Context: an optimization exercise on an open-source flow, tuned for small area, a short achievable clock period and few clock cycles. The choices shown serve that exercise and are no tape-out recipe.
Where RTL was checked, it was by simulation tests only, not by an equivalence proof against the original.
Power figures rest on the tool's default switching activity, not on a simulated workload.

==> module page_replacement_victim_select_top, before the edit <==
module page_replacement_victim_select_top (
  input  logic                   clk,
  input  logic                   rst_n,
  input  logic                   cfg_we,
  input  logic [POLICY_W-1:0]    cfg_wdata,
  input  logic                   in_tvalid,
  output logic                   in_tready,
  input  logic [IN_TDATA_W-1:0]  in_tdata,    
  input  logic [CMD_W-1:0]       in_tuser,    
  output logic                   out_tvalid,
  input  logic                   out_tready,
  output logic [OUT_TDATA_W-1:0] out_tdata,   
  output logic                   out_tuser    
);
  logic [POLICY_W-1:0] policy_r;
  always_ff @(posedge clk) begin
    if (!rst_n) begin
      policy_r <= POL_AGE;
    end else if (cfg_we) begin
      policy_r <= cfg_wdata;
    end
  end
  logic              a_v;
  logic [CMD_W-1:0]  a_cmd;
  logic [SLOT_W-1:0] a_slot;
  logic [AGE_W-1:0]  a_age;
  logic              a_ones, a_fifo;
  always_ff @(posedge clk) begin
    a_v    <= rst_n && in_tvalid && in_tready;
    a_cmd  <= in_tuser;
    a_slot <= in_tdata[SLOT_W-1:0];
    a_age  <= in_tdata[SLOT_W +: AGE_W];
    a_ones <= (policy_r == POL_ONES);
    a_fifo <= (policy_r == POL_FIFO);
  end
  function automatic logic [ONES_W-1:0] count_ones(input logic [AGE_W-1:0] v);
    logic [ONES_W-1:0] sum;
    sum = '0;
    for (int i = 0; i < AGE_W; i++) begin
      sum = sum + ONES_W'(v[i]);
    end
    count_ones = sum;
  endfunction
  logic              a_inst;
  logic [AGE_W-1:0]  a_key;
  logic [ONES_W-1:0] a_pc;
  assign a_inst = (a_cmd == CMD_INSTALL);
  assign a_key  = a_inst ? {AGE_W{a_ones}} : a_age;
  assign a_pc   = a_inst ? (a_ones ? ONES_W'(AGE_W) : '0) : count_ones(a_age);
  logic              b_inst, b_rem, b_wr, b_mark, b_sel, b_ones, b_fifo;
  logic [SLOT_W-1:0] b_slot;
  logic [AGE_W-1:0]  b_key;
  logic [ONES_W-1:0] b_pc;
  always_ff @(posedge clk) begin
    b_inst <= rst_n && a_v && (a_cmd == CMD_INSTALL);
    b_rem  <= rst_n && a_v && (a_cmd == CMD_REMOVE);
    b_wr   <= rst_n && a_v && ((a_cmd == CMD_INSTALL) || (a_cmd == CMD_AGE));
    b_mark <= rst_n && a_v && (a_cmd == CMD_MARK);
    b_sel  <= rst_n && a_v && (a_cmd == CMD_SELECT);
    b_ones <= a_ones;
    b_fifo <= a_fifo;
    b_slot <= a_slot;
    b_key  <= a_key;
    b_pc   <= a_pc;
  end
  logic       res_v;
  logic [4:0] res_d;
  logic [4:0] out_d;
  prvs_datapath u_datapath (
    .clk    (clk),
    .rst_n  (rst_n),
    .b_inst (b_inst),
    .b_rem  (b_rem),
    .b_wr   (b_wr),
    .b_mark (b_mark),
    .b_sel  (b_sel),
    .b_ones (b_ones),
    .b_fifo (b_fifo),
    .a_fifo (a_fifo),
    .b_slot (b_slot),
    .b_key  (b_key),
    .b_pc   (b_pc),
    .res_v  (res_v),
    .res_d  (res_d)
  );
  prvs_ctrl u_ctrl (
    .clk        (clk),
    .rst_n      (rst_n),
    .in_tvalid  (in_tvalid),
    .in_tuser   (in_tuser),
    .in_tready  (in_tready),
    .res_v      (res_v),
    .res_d      (res_d),
    .out_tvalid (out_tvalid),
    .out_tready (out_tready),
    .out_d      (out_d)
  );
  assign out_tdata = OUT_TDATA_W'(out_d[3:0]);
  assign out_tuser = out_d[4];
endmodule
Settings: LEC_CHECK=0, ABC_CLOCK_PERIOD_IN_PS=3500, CAP_MARGIN=20, CORE_MARGIN=2, CORE_UTILIZATION=40, SLEW_MARGIN=20; clock period 10.0 ns.
standard.sh (not shown) runs the stock make flow with config.mk's settings and CLKGATE_MAP_FILE= SYNTH_SCRIPT=/design/flow/synth_recipe.tcl, a recipe that flattens the netlist after the stock synthesis.
==> flow/flow/run.sh <==
#!/bin/bash
# Layout flow: the standard layout (standard.sh, unchanged synthesis and
# steps), with the timing repair steps asked to close to a tighter internal
# target than the 10 ns clock so the achieved period is short. The clock,
# SDC and every other setting are the design's.
set -euo pipefail
export SETUP_SLACK_MARGIN=6.3
bash standard.sh > standard.log 2>&1
Edit:
--- a/flow/design.v
+++ b/flow/design.v
@@ -251,37 +251,44 @@
       policy_r <= POL_AGE;
     end else if (cfg_we) begin
       policy_r <= cfg_wdata;
     end
   end
+  function automatic logic [3:0] count_ones8(input logic [7:0] v);
+    logic sa, ca, sb, cb, sc, cc, s0, cd, ts, tc, s1, tc2;
+    {ca, sa} = 2'(v[0]) + 2'(v[1]) + 2'(v[2]);
+    {cb, sb} = 2'(v[3]) + 2'(v[4]) + 2'(v[5]);
+    {cc, sc} = 2'(v[6]) + 2'(v[7]);
+    {cd, s0} = 2'(sa) + 2'(sb) + 2'(sc);
+    {tc, ts} = 2'(ca) + 2'(cb) + 2'(cc);
+    {tc2, s1} = 2'(ts) + 2'(cd);
+    count_ones8 = {tc & tc2, tc ^ tc2, s1, s0};
+  endfunction
   logic              a_v;
   logic [CMD_W-1:0]  a_cmd;
   logic [SLOT_W-1:0] a_slot;
   logic [AGE_W-1:0]  a_age;
+  logic [15:0]       a_pc8;
   logic              a_ones, a_fifo;
   always_ff @(posedge clk) begin
     a_v    <= rst_n && in_tvalid && in_tready;
     a_cmd  <= in_tuser;
     a_slot <= in_tdata[SLOT_W-1:0];
     a_age  <= in_tdata[SLOT_W +: AGE_W];
+    for (int k = 0; k < 4; k++) begin
+      a_pc8[4*k +: 4] <= count_ones8(in_tdata[SLOT_W + 8*k +: 8]);
+    end
     a_ones <= (policy_r == POL_ONES);
     a_fifo <= (policy_r == POL_FIFO);
   end
-  function automatic logic [ONES_W-1:0] count_ones(input logic [AGE_W-1:0] v);
-    logic [ONES_W-1:0] sum;
-    sum = '0;
-    for (int i = 0; i < AGE_W; i++) begin
-      sum = sum + ONES_W'(v[i]);
-    end
-    count_ones = sum;
-  endfunction
   logic              a_inst;
   logic [AGE_W-1:0]  a_key;
   logic [ONES_W-1:0] a_pc;
   assign a_inst = (a_cmd == CMD_INSTALL);
   assign a_key  = a_inst ? {AGE_W{a_ones}} : a_age;
-  assign a_pc   = a_inst ? (a_ones ? ONES_W'(AGE_W) : '0) : count_ones(a_age);
+  assign a_pc   = a_inst ? (a_ones ? ONES_W'(AGE_W) : '0) :
+                  ONES_W'(a_pc8[3:0]) + ONES_W'(a_pc8[7:4]) + ONES_W'(a_pc8[11:8]) + ONES_W'(a_pc8[15:12]);
   logic              b_inst, b_rem, b_wr, b_mark, b_sel, b_ones, b_fifo;
   logic [SLOT_W-1:0] b_slot;
   logic [AGE_W-1:0]  b_key;
   logic [ONES_W-1:0] b_pc;
   always_ff @(posedge clk) begin
Power decreases by 4.2%.
Worst setup slack gains 0.99 ns.
Cell count decreases by 1.1%.
Register-to-register slack gains 0.99 ns.
Core utilization decreases by 2.0 points.
Synthesized cell count increases by 1.2%.
Sequential cell count increases by 16.
Combinational power decreases by 22%.
Wire length decreases by 8.9%.
Non-clock buffer count decreases by 125.
Worst hold slack stays flat.
Clock skew decreases by 0.017 ns.
Via count decreases by 2.9%.
Testbench counts after the change, summed over its fixed seeds: cycles 12,052.
Function not checked in the first run of this note: the RTL went through the layout flow alone.

[separate check: timing with driven ports]
No port has a modelled driver above. Below, the same layouts with a new extraction and two added sets of constraints. Step 1 assumes that a clkbuf_16 drives the clock port and a buf_2 every other input. Step 2 also shifts input and output timing later by t, the mid clock arrival at the registers, as if the neighbouring blocks saw the same clock. Slacks: ideal ports / drivers / drivers and shift; pairs: ideal ports / drivers.
run | t (ns) | slack for setup (ns) | worst setup path after step 2
the first run | 0.830 | 5.267 / 5.267 / 5.267 | register to register
the second run | 0.824 | 6.256 / 6.256 / 5.696 | input to register
After both steps every run listed still meets setup and hold. For the second run, which loses most, drivers alone change the setup slack by 0.000 ns; drivers and shift together by -0.560 ns.
